Context: an optimization exercise on an open-source flow, tuned for small area, a short achievable clock period and few clock cycles per item. The choices shown serve that exercise and are no tape-out recipe.
Only simulation tests tie the RTL to the original design; equivalence was not proved.

==> design.v <==
package lstm_pkg;
  typedef logic signed [15:0] sample_t;
  typedef logic signed [15:0] weight_t;
  typedef logic signed [31:0] acc_t;
  typedef logic signed [17:0] preact_t;
  typedef logic [63:0] gate_row_t;
  typedef logic [$clog2(4)-1:0] unit_idx_t;   
  typedef logic [$clog2(8)-1:0]   term_idx_t;   
endpackage
module lstm_weight_bank (
  input  logic                      clk,
  input  logic                      rst_n,
  input  logic                      cfg_we_i,
  input  logic [6-1:0]   cfg_addr_i,
  input  lstm_pkg::gate_row_t       cfg_wdata_i,
  input  logic [6-1:0]   w_addr_i,
  input  lstm_pkg::unit_idx_t       b_unit_i,
  output lstm_pkg::gate_row_t       w_row_o,
  output lstm_pkg::gate_row_t       b_row_o
);
  localparam int AW        = 6;
  localparam int ROWS      = 36;
  localparam int BIAS_BASE = 4 * 8;   
  lstm_pkg::gate_row_t mem [ROWS];
  logic [AW-1:0]       b_addr;
  logic                wr_ok;
  assign wr_ok = cfg_we_i && (cfg_addr_i < AW'(ROWS));
  always_ff @(posedge clk)
  begin
    if (!rst_n)
    begin
      for (int r = 0; r < ROWS; r++)
      begin
        mem[r] <= '0;
      end
    end
    else if (wr_ok)
    begin
      mem[cfg_addr_i] <= cfg_wdata_i;
    end
  end
  assign b_addr = AW'(BIAS_BASE) + AW'(b_unit_i);
  assign w_row_o = mem[w_addr_i];
  assign b_row_o = mem[b_addr];
endmodule
module lstm_sequencer (
  input  logic                      clk,
  input  logic                      rst_n,
  input  logic                      din_vld_i,
  input  lstm_pkg::sample_t         din_i,
  input  logic [4*16-1:0] h_prev_i,    
  input  logic                      commit_i,
  output logic                      busy_o,
  output logic                      term_vld_o,
  output logic                      term_first_o,
  output logic                      term_last_o,
  output lstm_pkg::sample_t         operand_o,
  output logic [6-1:0]   w_addr_o,
  output lstm_pkg::unit_idx_t       unit_o
);
  localparam int IN_W = $clog2(4);
  localparam int AW   = 6;
  lstm_pkg::sample_t   x_q [4];   
  logic [IN_W-1:0]     x_cnt;                
  logic                run_q;                
  lstm_pkg::term_idx_t term_cnt;
  lstm_pkg::unit_idx_t unit_cnt;
  logic [IN_W-1:0]     x_sel;
  lstm_pkg::unit_idx_t h_sel;
  logic                cap;
  assign cap = din_vld_i && !busy_o;   
  always_ff @(posedge clk)
  begin
    if (cap)
    begin
      x_q[x_cnt] <= din_i;
    end
  end
  always_ff @(posedge clk)
  begin
    if (!rst_n)
    begin
      x_cnt    <= '0;
      busy_o   <= 1'b0;
      run_q    <= 1'b0;
      term_cnt <= '0;
      unit_cnt <= '0;
    end
    else
    begin
      if (cap)
      begin
        x_cnt <= x_cnt + 1'b1;   
        if (x_cnt == IN_W'(4 - 1))
        begin
          busy_o <= 1'b1;   
          run_q  <= 1'b1;
        end
      end
      if (run_q)
      begin
        if (term_cnt == (8 - 1))
        begin
          term_cnt <= '0;
          unit_cnt <= unit_cnt + 1'b1;   
          if (unit_cnt == (4 - 1))
          begin
            run_q <= 1'b0;   
          end
        end
        else
        begin
          term_cnt <= term_cnt + 1'b1;
        end
      end
      if (commit_i)
      begin
        busy_o <= 1'b0;
      end
    end
  end
  assign x_sel = term_cnt[IN_W-1:0];
  assign h_sel = (term_cnt - (4));
  assign operand_o = (term_cnt < (4)) ? x_q[x_sel]
                                                                     : h_prev_i[16*h_sel +: 16];
  assign w_addr_o = AW'(unit_cnt) * AW'(8) + AW'(term_cnt);
  assign term_vld_o   = run_q;
  assign term_first_o = run_q && (term_cnt == '0);
  assign term_last_o  = run_q && (term_cnt == (8 - 1));
  assign unit_o       = unit_cnt;
endmodule
module lstm_gate_mac (
  input  logic                 clk,
  input  logic                 rst_n,
  input  logic                 term_vld_i,
  input  logic                 term_first_i,
  input  logic                 term_last_i,
  input  lstm_pkg::sample_t    operand_i,
  input  lstm_pkg::gate_row_t  w_row_i,
  input  lstm_pkg::gate_row_t  b_row_i,
  input  lstm_pkg::unit_idx_t  unit_i,
  output lstm_pkg::unit_idx_t  b_unit_o,
  output logic                 pre_vld_o,
  output lstm_pkg::unit_idx_t  pre_unit_o,
  output lstm_pkg::preact_t    pre_i_o,
  output lstm_pkg::preact_t    pre_f_o,
  output lstm_pkg::preact_t    pre_c_o,
  output lstm_pkg::preact_t    pre_o_o
);
  localparam int GW     = 16;                     
  localparam int ACC_W  = 32;
  localparam int W_FRAC = 13;
  localparam int SH_W   = ACC_W - W_FRAC;         
  localparam int PMAX   = (1 << 17) - 1;          
  localparam int PMIN   = -(1 << 17);
  logic                vld_d, first_d, last_d;    
  lstm_pkg::unit_idx_t unit_d;
  lstm_pkg::weight_t   w_s     [4];
  lstm_pkg::sample_t   bias_s  [4];
  lstm_pkg::acc_t      prod_q  [4];
  lstm_pkg::acc_t      acc_q   [4];
  lstm_pkg::acc_t      acc_nx  [4];
  logic signed [SH_W-1:0] acc_sh  [4];
  logic signed [SH_W:0]   pre_sum [4];
  lstm_pkg::preact_t   pre_q   [4];
  function automatic logic signed [17:0] sat_pre(input logic signed [SH_W:0] v);
    if (v > PMAX)
      sat_pre = (PMAX);
    else if (v < PMIN)
      sat_pre = (PMIN);
    else
      sat_pre = v[17:0];
  endfunction
  always_comb
  begin
    for (int g = 0; g < 4; g++)
    begin
      w_s[g]    = w_row_i[GW*(3-g) +: GW];    
      bias_s[g] = b_row_i[GW*(3-g) +: GW];
      acc_nx[g] = first_d ? prod_q[g] : acc_q[g] + prod_q[g];   
      acc_sh[g] = acc_nx[g][ACC_W-1:W_FRAC];   
      pre_sum[g] = (SH_W+1)'(acc_sh[g]) + (SH_W+1)'(bias_s[g]);
    end
  end
  always_ff @(posedge clk)
  begin
    if (!rst_n)
    begin
      vld_d     <= 1'b0;
      first_d   <= 1'b0;
      last_d    <= 1'b0;
      unit_d    <= '0;
      pre_vld_o <= 1'b0;
    end
    else
    begin
      vld_d     <= term_vld_i;
      first_d   <= term_first_i;
      last_d    <= term_last_i;
      unit_d    <= unit_i;
      pre_vld_o <= vld_d && last_d;   
    end
  end
  always_ff @(posedge clk)
  begin
    for (int g = 0; g < 4; g++)
    begin
      prod_q[g] <= operand_i * w_s[g];   
      if (vld_d)
      begin
        acc_q[g] <= acc_nx[g];
      end
      if (vld_d && last_d)
      begin
        pre_q[g] <= sat_pre(pre_sum[g]);
      end
    end
    if (vld_d && last_d)
    begin
      pre_unit_o <= unit_d;
    end
  end
  assign b_unit_o = unit_d;   
  assign pre_i_o = pre_q[0];
  assign pre_f_o = pre_q[1];
  assign pre_c_o = pre_q[2];
  assign pre_o_o = pre_q[3];
endmodule
module lstm_activation (
  input  logic                 clk,
  input  logic                 rst_n,
  input  logic                 pre_vld_i,
  input  lstm_pkg::unit_idx_t  pre_unit_i,
  input  lstm_pkg::preact_t    pre_i_i,
  input  lstm_pkg::preact_t    pre_f_i,
  input  lstm_pkg::preact_t    pre_c_i,
  input  lstm_pkg::preact_t    pre_o_i,
  output logic                 act_vld_o,
  output lstm_pkg::unit_idx_t  act_unit_o,
  output lstm_pkg::sample_t    gate_i_o,
  output lstm_pkg::sample_t    gate_f_o,
  output lstm_pkg::sample_t    gate_g_o,
  output lstm_pkg::sample_t    gate_o_o
);
  localparam int ONE = 4096;
  function automatic logic signed [15:0] hard_sigmoid(input lstm_pkg::preact_t x);
    logic signed [31:0] t;
    t = (x >>> 2) + ONE / 2;
    if (t < 0)
      hard_sigmoid = '0;
    else if (t > ONE)
      hard_sigmoid = (ONE);
    else
      hard_sigmoid = t[15:0];
  endfunction
  function automatic logic signed [15:0] hard_tanh(input lstm_pkg::preact_t x);
    if (x > ONE)
      hard_tanh = (ONE);
    else if (x < -ONE)
      hard_tanh = (-ONE);
    else
      hard_tanh = x[15:0];
  endfunction
  always_ff @(posedge clk)
  begin
    if (!rst_n)
      act_vld_o <= 1'b0;
    else
      act_vld_o <= pre_vld_i;
  end
  always_ff @(posedge clk)
  begin
    act_unit_o <= pre_unit_i;
    gate_i_o   <= hard_sigmoid(pre_i_i);
    gate_f_o   <= hard_sigmoid(pre_f_i);
    gate_g_o   <= hard_tanh(pre_c_i);    
    gate_o_o   <= hard_sigmoid(pre_o_i);
  end
endmodule
module lstm_state_update (
  input  logic                 clk,
  input  logic                 rst_n,
  input  logic                 clear_state_i,
  input  logic                 act_vld_i,
  input  lstm_pkg::unit_idx_t  act_unit_i,
  input  lstm_pkg::sample_t    gate_i_i,
  input  lstm_pkg::sample_t    gate_f_i,
  input  lstm_pkg::sample_t    gate_g_i,
  input  lstm_pkg::sample_t    gate_o_i,
  output logic [4*16-1:0] h_prev_o,   
  output logic                 commit_o,
  output logic                 dout_vld_o,
  output lstm_pkg::unit_idx_t  dout_idx_o,
  output lstm_pkg::sample_t    dout_o
);
  localparam int HID  = 4;
  localparam int DF   = 12;
  localparam int ONE  = 4096;
  localparam int SMAX = 32767;
  localparam int SMIN = -32768;
  lstm_pkg::sample_t  c_mem  [HID];   
  lstm_pkg::sample_t  h_cur  [HID];   
  lstm_pkg::sample_t  h_next [HID];   
  lstm_pkg::sample_t  c_old, c_new, c_tanh, h_new;
  logic signed [31:0] fc_p, ig_p, c_sum, h_p;
  logic               last_unit;
  always_comb
  begin
    c_old = c_mem[act_unit_i];
    fc_p  = gate_f_i * c_old;                 
    ig_p  = gate_i_i * gate_g_i;              
    c_sum = (fc_p >>> DF) + (ig_p >>> DF);
    if (c_sum > SMAX)
      c_new = (SMAX);
    else if (c_sum < SMIN)
      c_new = (SMIN);
    else
      c_new = c_sum[15:0];
    if (c_new > ONE)
      c_tanh = (ONE);
    else if (c_new < -ONE)
      c_tanh = (-ONE);
    else
      c_tanh = c_new;
    h_p   = gate_o_i * c_tanh;
    h_new = h_p[DF +: 16];    
  end
  assign last_unit = (act_unit_i == (HID - 1));
  always_ff @(posedge clk)
  begin
    if (!rst_n || clear_state_i)
    begin
      for (int k = 0; k < HID; k++)
      begin
        c_mem[k] <= '0;
        h_cur[k] <= '0;
      end
      dout_vld_o <= 1'b0;
      commit_o   <= 1'b0;
    end
    else
    begin
      dout_vld_o <= act_vld_i;
      commit_o   <= act_vld_i && last_unit;
      if (act_vld_i)
      begin
        c_mem[act_unit_i] <= c_new;
        if (last_unit)
        begin
          for (int k = 0; k < HID; k++)
          begin
            h_cur[k] <= (k == HID - 1) ? h_new : h_next[k];
          end
        end
      end
    end
  end
  always_ff @(posedge clk)
  begin
    if (act_vld_i)
    begin
      h_next[act_unit_i] <= h_new;
      dout_idx_o         <= act_unit_i;
      dout_o             <= h_new;
    end
  end
  always_comb
  begin
    for (int k = 0; k < HID; k++)
    begin
      h_prev_o[16*k +: 16] = h_cur[k];
    end
  end
endmodule
module lstm_cell_top (
  input  logic                      clk,
  input  logic                      rst_n,
  input  logic                      cfg_we_i,
  input  logic [6-1:0]   cfg_addr_i,
  input  lstm_pkg::gate_row_t       cfg_wdata_i,
  input  logic                      clear_state_i,
  input  logic                      din_vld_i,
  input  lstm_pkg::sample_t         din_i,
  output logic                      dout_vld_o,
  output lstm_pkg::unit_idx_t       dout_idx_o,
  output lstm_pkg::sample_t         dout_o,
  output logic                      busy_o
);
  logic                      term_vld, term_first, term_last;
  lstm_pkg::sample_t         operand;
  logic [6-1:0]   w_addr;
  lstm_pkg::unit_idx_t       term_unit;
  lstm_pkg::gate_row_t       w_row, b_row;
  lstm_pkg::unit_idx_t       b_unit;
  logic                      pre_vld;
  lstm_pkg::unit_idx_t       pre_unit;
  lstm_pkg::preact_t         pre_i, pre_f, pre_c, pre_o;
  logic                      act_vld;
  lstm_pkg::unit_idx_t       act_unit;
  lstm_pkg::sample_t         gate_i, gate_f, gate_g, gate_o;
  logic [4*16-1:0] h_prev;
  logic                      commit;
  lstm_weight_bank u_bank (
    .clk, .rst_n, .cfg_we_i, .cfg_addr_i, .cfg_wdata_i,
    .w_addr_i (w_addr), .b_unit_i (b_unit), .w_row_o (w_row), .b_row_o (b_row)
  );
  lstm_sequencer u_seq (
    .clk, .rst_n, .din_vld_i, .din_i, .h_prev_i (h_prev), .commit_i (commit), .busy_o,
    .term_vld_o (term_vld), .term_first_o (term_first), .term_last_o (term_last),
    .operand_o (operand), .w_addr_o (w_addr), .unit_o (term_unit)
  );
  lstm_gate_mac u_mac (
    .clk, .rst_n, .term_vld_i (term_vld), .term_first_i (term_first),
    .term_last_i (term_last), .operand_i (operand), .w_row_i (w_row), .b_row_i (b_row),
    .unit_i (term_unit), .b_unit_o (b_unit), .pre_vld_o (pre_vld), .pre_unit_o (pre_unit),
    .pre_i_o (pre_i), .pre_f_o (pre_f), .pre_c_o (pre_c), .pre_o_o (pre_o)
  );
  lstm_activation u_act (
    .clk, .rst_n, .pre_vld_i (pre_vld), .pre_unit_i (pre_unit),
    .pre_i_i (pre_i), .pre_f_i (pre_f), .pre_c_i (pre_c), .pre_o_i (pre_o),
    .act_vld_o (act_vld), .act_unit_o (act_unit),
    .gate_i_o (gate_i), .gate_f_o (gate_f), .gate_g_o (gate_g), .gate_o_o (gate_o)
  );
  lstm_state_update u_state (
    .clk, .rst_n, .clear_state_i, .act_vld_i (act_vld), .act_unit_i (act_unit),
    .gate_i_i (gate_i), .gate_f_i (gate_f), .gate_g_i (gate_g), .gate_o_i (gate_o),
    .h_prev_o (h_prev), .commit_o (commit), .dout_vld_o, .dout_idx_o, .dout_o
  );
endmodule
==> run.sh <==
#!/bin/bash
# synth_recipe.tcl (not shown) runs the flow's synth.tcl, then flattens the netlist and writes it again
# the make line also repeats each setting of config.mk as NAME=value (left out here)
make -C /OpenROAD-flow-scripts/flow DESIGN_CONFIG=/design/flow/config.mk WORK_HOME=/design/flow/orfs CLKGATE_MAP_FILE= SYNTH_SCRIPT=/design/flow/synth_recipe.tcl finish
==> config.mk <==
export PLATFORM = sky130hd
export DESIGN_NAME = lstm_cell_top
export DESIGN_NICKNAME = lstm_cell_top
export VERILOG_FILES = /design/flow/design.v
export SDC_FILE = /design/flow/constraint.sdc
export NUM_CORES = 4
export LEC_CHECK = 0
export CAP_MARGIN = 20
export CORE_MARGIN = 2
export CORE_UTILIZATION = 40
export SLEW_MARGIN = 20
==> constraint.sdc <==
create_clock -name core_clock -period 20.0 [get_ports {clk}]
set_input_delay 4.0000 -clock core_clock [delete_from_list [all_inputs] [get_ports {clk}]]
set_output_delay 4.0000 -clock core_clock [all_outputs]
set_load 0.01 [all_outputs]
==> impl_metrics.tcl <==
set metrics [dict create \
    cts_hold_buf 0 \
    synth_seq_cells 2972 \
    routed_wl_mm 586.6 \
    yosys_warnings 14 \
    grt_pass1_vias 127900 \
    max_stage_delay_ns 0.77 \
    final_area_um2 220500 \
    ioPinCount 111 \
    grt_max_degree 105 \
    crit_start "u_act.act_unit_o[0]" \
    layout-drive-gt1-share_pct 11.68 \
    regToRegStartpoint "u_act.act_unit_o[0]" \
    worst-setup-path-type "reg -> reg" \
    tightest_slew_ns 1.174 \
    placed_area_um2 210000 \
    slew_violations 0 \
    cts.clk_slew.worst_paths_ns 0.06 \
    hpwl_mm 389.6 \
    synthToLayoutAreaGrowth_pct 10.10 \
    path_common_cell "fa_1" \
    max-cap-violations 0 \
    nNetsFinal 18590 \
    cts.sinks 2972 \
    port_buffers 110 \
    drt-pass1-iter-count 6 \
    die_h_um 711.6 \
    stdcell_count 22850 \
    drt_iter0_drc 12670 \
    hold_class "reg -> reg" \
    clockBufferDepth 4 \
    endpoint_kind "register" \
    hold_viol_final 0 \
    fmax_ghz 0.05528 \
    dp.cells 22230 \
    via_count 123700 \
    ant_nets 0 \
    initial_core_util_pct 40.21 \
    grt_pass1_wl_mm 865.9 \
    crit_fanout 16 \
    skew_ns 0.1056 \
    crit_path_start_kind "register" \
    grtUsageTotal_pct 23.09 \
    syn_inst 16040 \
    die_area_um2 506400 \
    grt_overflow 0 \
    setup_violations 0 \
    period_share_pct 90.44 \
    rsz0062_at_grt "no" \
    clockRootBuffer "clkbuf_16" \
    cts_setup_buffers 0 \
    layout_commonest_cell "and2_1" \
    synth.distinct_cells 101 \
    synthesis.area_um2 200300 \
    async_reset_ff_share_pct 0 \
    tritoncts "built" \
    cp.required_ns 20.72 \
    drc_errors 0 \
    fin_tns_setup_ns 0 \
    status "timing/DRC/antenna clean" \
    hp-start "u_mac.pre_unit_o[1]" \
    cts_resized 0 \
    core_area_um2 498100 \
    n_fill_cell 44890 \
    antenna_found_initial 82 \
    clock_latency_ns 0.99 \
    avgViaCountPerCell 5.413 \
    final_cell_mix "and2_1 (2,783), edfxtp_1 (2,694), inv_1 (2,004)" \
    numCtsBuffers 329 \
    synthFlopType "edfxtp_1" \
    period_needed_ns 18.09 \
    cp_slowest_cell "dfxtp_1" \
    rows 259 \
    syn-mean-instance-area_um2 12.49 \
    slew_headroom_pct 21.42 \
    htree_num_levels 5 \
    die_w_um 711.6 \
    synth.yosys.seq_area_share_pct 43.17 \
    synth-edff-count 2694 \
    arrival_ns 18.81 \
    hold_ws_ns 0.3431 \
    avgRoutedWirePerCell_um 25.67 \
    gp_congestion 0.8629 \
]
==> path summary, 6_finish.rpt <==
| check | to | slack [ns] | cells past startpoint |
|---|---|---|---|
| worst min-delay path | u_act.act_unit_o[1] | 0.34 | 0 |
| worst min register to register | u_act.act_unit_o[1] | 0.34 | 0 |
| worst max register to register | u_state.dout_o[11] | 1.91 | 58 |
| worst max-delay path | u_state.dout_o[11] | 1.91 | 58 |
==> cells by family (layout without fill, tap and decap cells) <==
| group | count (synthesis) | after routing | synth area share, % |
|---|---|---|---|
| multiplexers | 870 | 870 | 9.078 |
| other | 1 | 38 | 0.001872 |
| XOR/XNOR | 390 | 390 | 1.733 |
| AND/OR/NAND/NOR | 5170 | 5170 | 13.88 |
| adder cells (fa/ha/maj) | 2599 | 2599 | 23.01 |
| buffers and inverters | 2935 | 3053 | 5.505 |
| AO/OA/AOI/OAI | 1106 | 1106 | 3.627 |
| flip-flops | 2972 | 2972 | 43.17 |
==> registers in the layout, summed over array words and instances (netlist names), 2 cells and up, named ones only <==
name and flops:
u_mac.unit_d 2, u_seq.x_cnt 2, u_seq.x_q 64, u_act.act_unit_o 2, u_state.h_next 48, u_seq.term_cnt 3
u_state.h_cur 64, u_seq.unit_cnt 2, u_state.dout_idx_o 2, u_bank.mem 2304, u_act.gate_o_o 16, u_mac.pre_q 66
u_state.c_mem 64, u_mac.prod_q 128, u_act.gate_i_o 16, u_state.dout_o 16, u_mac.pre_unit_o 2, u_mac.acc_q 128
u_act.gate_f_o 16, u_act.gate_g_o 16
==> worst max-delay path: cells and delay by family (launching register included) <==
kind | cells | cell delay (ns)
adder cells (fa/ha/maj) | 16 | 7.12
XOR/XNOR | 3 | 0.77
flip-flops | 1 | 0.77
multiplexers | 1 | 0.75
buffers and inverters | 7 | 0.85
AND/OR/NAND/NOR | 14 | 3.55
AO/OA/AOI/OAI | 17 | 3.99
==> routing by layer <==
metal | part of all wire [%] | GRT usage [%] | wire length [um] | vias up
met3 | 8.7 | 4.556 | 51140 | 861
met5 | 0.034 | 0 | 202 | -
li1 | - | - | - | 53280
met2 | 47 | 37.91 | 277000 | 4977
met1 | 41 | 31.36 | 240500 | 64570
met4 | 3.0 | 6.184 | 17850 | 30
==> through the flow <==
stage | worst slack, ns | util, %
final | 1.911 | 44.28
after global routing | 0.6827 | 44.26
after CTS | 1.915 | 44.25
after detailed placement | 1.979 | 42.16
after global placement | 1.884 | 42.14
after floorplan | 3.635 | -
==> final cells by class <==
type                            count  area, um2  area share (%)
Sequential cell                  2972      86500           39.22
Inverter                         2008       7538           3.418
Multi-Input combinational cell  10140     103900           47.12
Antenna cell                       29      72.57         0.03291
Tap cell                         6655       8327           3.776
Clock buffer                      411       8621           3.909
Clock inverter                    185       1802          0.8170
Timing Repair Buffer              449       3755           1.703
==> cells in the mapped netlist (30+ instances only) <==
master | number | area, um2
nor3_1 | 84 | 420.4
o21ai_0 | 290 | 1451
nand3_1 | 77 | 385.4
nor2b_1 | 70 | 437.9
fa_1 | 1807 | 36170
o21bai_1 | 47 | 352.8
mux2i_1 | 56 | 560.5
a21oi_1 | 241 | 1206
nor2_1 | 708 | 2658
ha_1 | 792 | 9910
mux4_2 | 751 | 16910
nand2_1 | 1088 | 4084
nand2b_1 | 106 | 663.1
o31ai_1 | 30 | 225.2
and3_1 | 39 | 244.0
xor2_1 | 105 | 919.6
xnor2_1 | 280 | 2452
a22o_1 | 62 | 543.0
clkbuf_1 | 839 | 3149
and2_1 | 2784 | 17420
o21a_1 | 70 | 525.5
buf_1 | 83 | 311.6
inv_1 | 2005 | 7526
mux2_2 | 63 | 709.4
edfxtp_1 | 2694 | 80900
dfxtp_1 | 278 | 5565
a31oi_1 | 36 | 225.2
or3_1 | 47 | 294.0
or2_2 | 77 | 481.7
a21o_1 | 120 | 900.9
Testbench counts, summed over its fixed seeds: cycles 5,120, steps 128.

what the ideal ports hide:
Ports are ideal in the flow. The routed layout listed here was re-timed in OpenROAD.
Step 1, drivers: a clkbuf_16 drives clk and a buf_2 each remaining input, both assumed.
Step 2, shift: input delay + t, output delay - t, t = (earliest + latest rising clock arrival at the registers) / 2. This alone moves slack from input paths to output paths.
Slacks: ideal / step 1 / step 2; pairs: ideal / step 1.
shift t [ns]: 1.065
setup slack, ns: 1.911 / 1.911 / 1.911
slew at the worst register clock pin (ns): 0.08 / 0.08
After both steps this run still meets setup and hold. For this run, drivers alone change the setup slack by 0.000 ns; drivers and shift together by 0.000 ns.
